Context: an optimization exercise on an open-source flow, tuned for small area, a short achievable clock period and few clock cycles per item. The choices shown serve that exercise and are no tape-out recipe. Only simulation tests tie the RTL to the original design; equivalence was not proved.

==> flow/design.v <==
module bit_rev_reorder #(
    parameter int LOG2N  = 7,
    parameter int DATA_W = 16
) (
    input  logic              Clk,
    input  logic              reset,
    input  logic              start,
    input  logic              in_valid,
    input  logic [DATA_W-1:0] in_re,
    input  logic [DATA_W-1:0] in_im,
    output logic              out_valid,
    output logic [DATA_W-1:0] out_re,
    output logic [DATA_W-1:0] out_im,
    output logic [LOG2N-1:0]  out_index,
    output logic              busy,
    output logic              tc
);
    localparam int N   = 1 << LOG2N;
    localparam int W   = 2 * DATA_W;
    localparam int WHB = LOG2N / 2;
    localparam int WLB = LOG2N - WHB;
    function automatic logic [LOG2N-1:0] rev(input logic [LOG2N-1:0] a);
        for (int i = 0; i < LOG2N; i++) rev[i] = a[LOG2N-1-i];
    endfunction
    logic             acc;           
    logic [LOG2N-1:0] acnt;          
    logic             cur_mode;      
    logic             nxt_mode;      
    logic             cur_nat;       
    logic             new_nat;
    logic [LOG2N-1:0] wr_addr;
    assign acc = start & ~busy;
    assign new_nat = 1'b0;
    assign nxt_mode = ~(cur_mode ^ cur_nat);
    assign wr_addr  = cur_mode ? rev(acnt) : acnt;
    always_ff @(posedge Clk or posedge reset) begin
        if (reset) begin
            busy     <= 1'b0;
            acnt     <= '0;
            cur_mode <= 1'b0;
            cur_nat  <= 1'b0;
        end else if (acc) begin
            busy     <= 1'b1;
            acnt     <= '0;
            cur_mode <= nxt_mode;
            cur_nat  <= new_nat;
        end else if (busy && in_valid) begin
            acnt <= acnt + LOG2N'(1);
            if (&acnt) busy <= 1'b0;
        end
    end
    logic [W-1:0]       w_data;
    logic [(1<<WHB)-1:0] w_hi;
    logic [(1<<WLB)-1:0] w_lo;
    logic               w_v;
    logic [LOG2N:0]     mcnt;        
    always_ff @(posedge Clk) begin
        w_data <= {in_re, in_im};
    end
    always_ff @(posedge Clk or posedge reset) begin
        if (reset) begin
            w_v  <= 1'b0;
            w_hi <= '0;
            w_lo <= '0;
        end else begin
            w_v  <= busy & in_valid;
            for (int i = 0; i < (1 << WHB); i++)
                w_hi[i] <= busy & in_valid & (wr_addr[LOG2N-1:WLB] == WHB'(i));
            for (int i = 0; i < (1 << WLB); i++)
                w_lo[i] <= (wr_addr[WLB-1:0] == WLB'(i));
        end
    end
    always_ff @(posedge Clk or posedge reset) begin
        if (reset) begin
            mcnt <= '0;
        end else if (acc) begin
            mcnt <= '0;
        end else if (w_v && !mcnt[LOG2N]) begin
            mcnt <= mcnt + (LOG2N+1)'(1);
        end
    end
    logic [W-1:0] r_mem [N];
    always_ff @(posedge Clk) begin
        for (int r = 0; r < N; r++) begin
            if (w_hi[r >> WLB] && w_lo[r % (1 << WLB)]) r_mem[r] <= w_data;
        end
    end
    logic             rd_act;        
    logic [LOG2N-1:0] rcnt;          
    logic             rorder;        
    logic             rnat;
    logic             rd_cur;        
    logic             pend;          
    logic             p_order;
    logic             p_nat;
    logic [LOG2N-1:0] need;          
    logic [LOG2N-1:0] raddr;
    logic             go;
    logic             take;
    assign need  = rnat ? rcnt : rev(rcnt);
    assign raddr = rorder ? rcnt : rev(rcnt);
    assign go    = rd_act & (~rd_cur | ({1'b0, need} < mcnt));
    assign take  = pend & (~rd_act | (go & (&rcnt)));
    always_ff @(posedge Clk or posedge reset) begin
        if (reset) begin
            rd_act  <= 1'b0;
            rcnt    <= '0;
            rorder  <= 1'b0;
            rnat    <= 1'b0;
            rd_cur  <= 1'b0;
            pend    <= 1'b0;
            p_order <= 1'b0;
            p_nat   <= 1'b0;
        end else begin
            if (take) begin
                rd_act <= 1'b1;
                rcnt   <= '0;
                rorder <= p_order;
                rnat   <= p_nat;
            end else if (go) begin
                rcnt <= rcnt + LOG2N'(1);
                if (&rcnt) rd_act <= 1'b0;
            end
            if (acc) begin
                pend    <= 1'b1;
                p_order <= nxt_mode ^ new_nat;
                p_nat   <= new_nat;
                rd_cur  <= 1'b0;
            end else if (take) begin
                pend   <= 1'b0;
                rd_cur <= 1'b1;
            end
        end
    end
    logic             s0_v;
    logic             s0_tc;
    logic [LOG2N-1:0] s0_idx;
    logic [N-1:0]     s0_sel;
    always_ff @(posedge Clk or posedge reset) begin
        if (reset) begin
            s0_v  <= 1'b0;
            s0_tc <= 1'b0;
        end else begin
            s0_v  <= go;
            s0_tc <= go & (&rcnt);
        end
    end
    always_ff @(posedge Clk) begin
        for (int i = 0; i < N; i++) s0_sel[i] <= (raddr == LOG2N'(i));
        s0_idx <= rcnt;
    end
    logic [W-1:0] out_word;
    always_comb begin
        out_word = '0;
        for (int i = 0; i < N; i++) out_word = out_word | ({W{s0_sel[i]}} & r_mem[i]);
    end
    always_ff @(posedge Clk or posedge reset) begin
        if (reset) begin
            out_valid <= 1'b0;
            tc        <= 1'b0;
        end else begin
            out_valid <= s0_v;
            tc        <= s0_tc;
        end
    end
    always_ff @(posedge Clk) begin
        out_index        <= s0_idx;
        {out_re, out_im} <= out_word;
    end
endmodule
Settings: LEC_CHECK=0, CAP_MARGIN=20, CORE_MARGIN=2, CORE_UTILIZATION=55, CTS_CLUSTER_DIAMETER=80, CTS_CLUSTER_SIZE=25, SETUP_SLACK_MARGIN=2.5, SLEW_MARGIN=20; clock period 5.0 ns.
run.sh (not shown) runs the stock make flow with config.mk's settings and CLKGATE_MAP_FILE= SYNTH_SCRIPT=/design/flow/synth_recipe.tcl, a recipe that flattens the netlist after the stock synthesis.
The starting point aborted during global routing (5_1_grt) on GRT-0232.
Testbench counts at the start, summed over its fixed seeds: cycles 17,376, frames 128.
==> next run, changes <==
--- a/flow/design.v
+++ b/flow/design.v
@@ -18,4 +18,8 @@
     localparam int N   = 1 << LOG2N;
     localparam int W   = 2 * DATA_W;
+    localparam int GB  = 2;
+    localparam int G   = 1 << GB;
+    localparam int RB  = LOG2N - GB;
+    localparam int R   = 1 << RB;
     localparam int WHB = LOG2N / 2;
     localparam int WLB = LOG2N - WHB;
@@ -150,8 +154,32 @@
         s0_idx <= rcnt;
     end
+    logic [W-1:0]     s1_word [G];
+    logic             s1_v;
+    logic             s1_tc;
+    logic [LOG2N-1:0] s1_idx;
+    logic [W-1:0]     grp_word [G];
+    always_comb begin
+        for (int g = 0; g < G; g++) begin
+            grp_word[g] = '0;
+            for (int i = 0; i < R; i++) grp_word[g] = grp_word[g] | ({W{s0_sel[g * R + i]}} & r_mem[g * R + i]);
+        end
+    end
+    always_ff @(posedge Clk) begin
+        for (int g = 0; g < G; g++) s1_word[g] <= grp_word[g];
+        s1_idx <= s0_idx;
+    end
+    always_ff @(posedge Clk or posedge reset) begin
+        if (reset) begin
+            s1_v  <= 1'b0;
+            s1_tc <= 1'b0;
+        end else begin
+            s1_v  <= s0_v;
+            s1_tc <= s0_tc;
+        end
+    end
     logic [W-1:0] out_word;
     always_comb begin
         out_word = '0;
-        for (int i = 0; i < N; i++) out_word = out_word | ({W{s0_sel[i]}} & r_mem[i]);
+        for (int g = 0; g < G; g++) out_word = out_word | s1_word[g];
     end
     always_ff @(posedge Clk or posedge reset) begin
@@ -160,10 +188,10 @@
             tc        <= 1'b0;
         end else begin
-            out_valid <= s0_v;
-            tc        <= s0_tc;
+            out_valid <= s1_v;
+            tc        <= s1_tc;
         end
     end
     always_ff @(posedge Clk) begin
-        out_index        <= s0_idx;
+        out_index        <= s1_idx;
         {out_re, out_im} <= out_word;
     end
Outcome:
- With this change the flow passed the timing, design-rule and antenna checks
- synthesized cell count climbs by 4.4%
- area after synthesis climbs by 1.9%
Testbench counts after the change, summed over its fixed seeds: cycles 17,384, frames 128.

## what the ideal ports hide
Ports are ideal in the flow. The routed layout listed here was re-timed in OpenROAD. Step 1 (the two cells are an assumption about what drives the block):
set clk [get_ports {Clk}]
set_driving_cell -lib_cell sky130_fd_sc_hd__clkbuf_16 $clk
set_driving_cell -lib_cell sky130_fd_sc_hd__buf_2 [delete_from_list [all_inputs] $clk]
Step 2 adds t to the input delays and takes it off the output delays; t is the mean of the earliest and latest rising clock arrival at the registers after step 1. Input paths then give back, and output paths get back, about the clock's delay inside the block. a / b / c = no drivers / after step 1 / after step 2; a / b = the first two.
run: the second run
t (ns): 1.040
slack for setup (ns): 2.346 / 2.243 / 1.595
worst slew at a driven data input, ns: 0.09
After both steps the second run still meets setup and hold. For the second run, drivers alone change the setup slack by -0.103 ns; drivers and shift together by -0.751 ns.
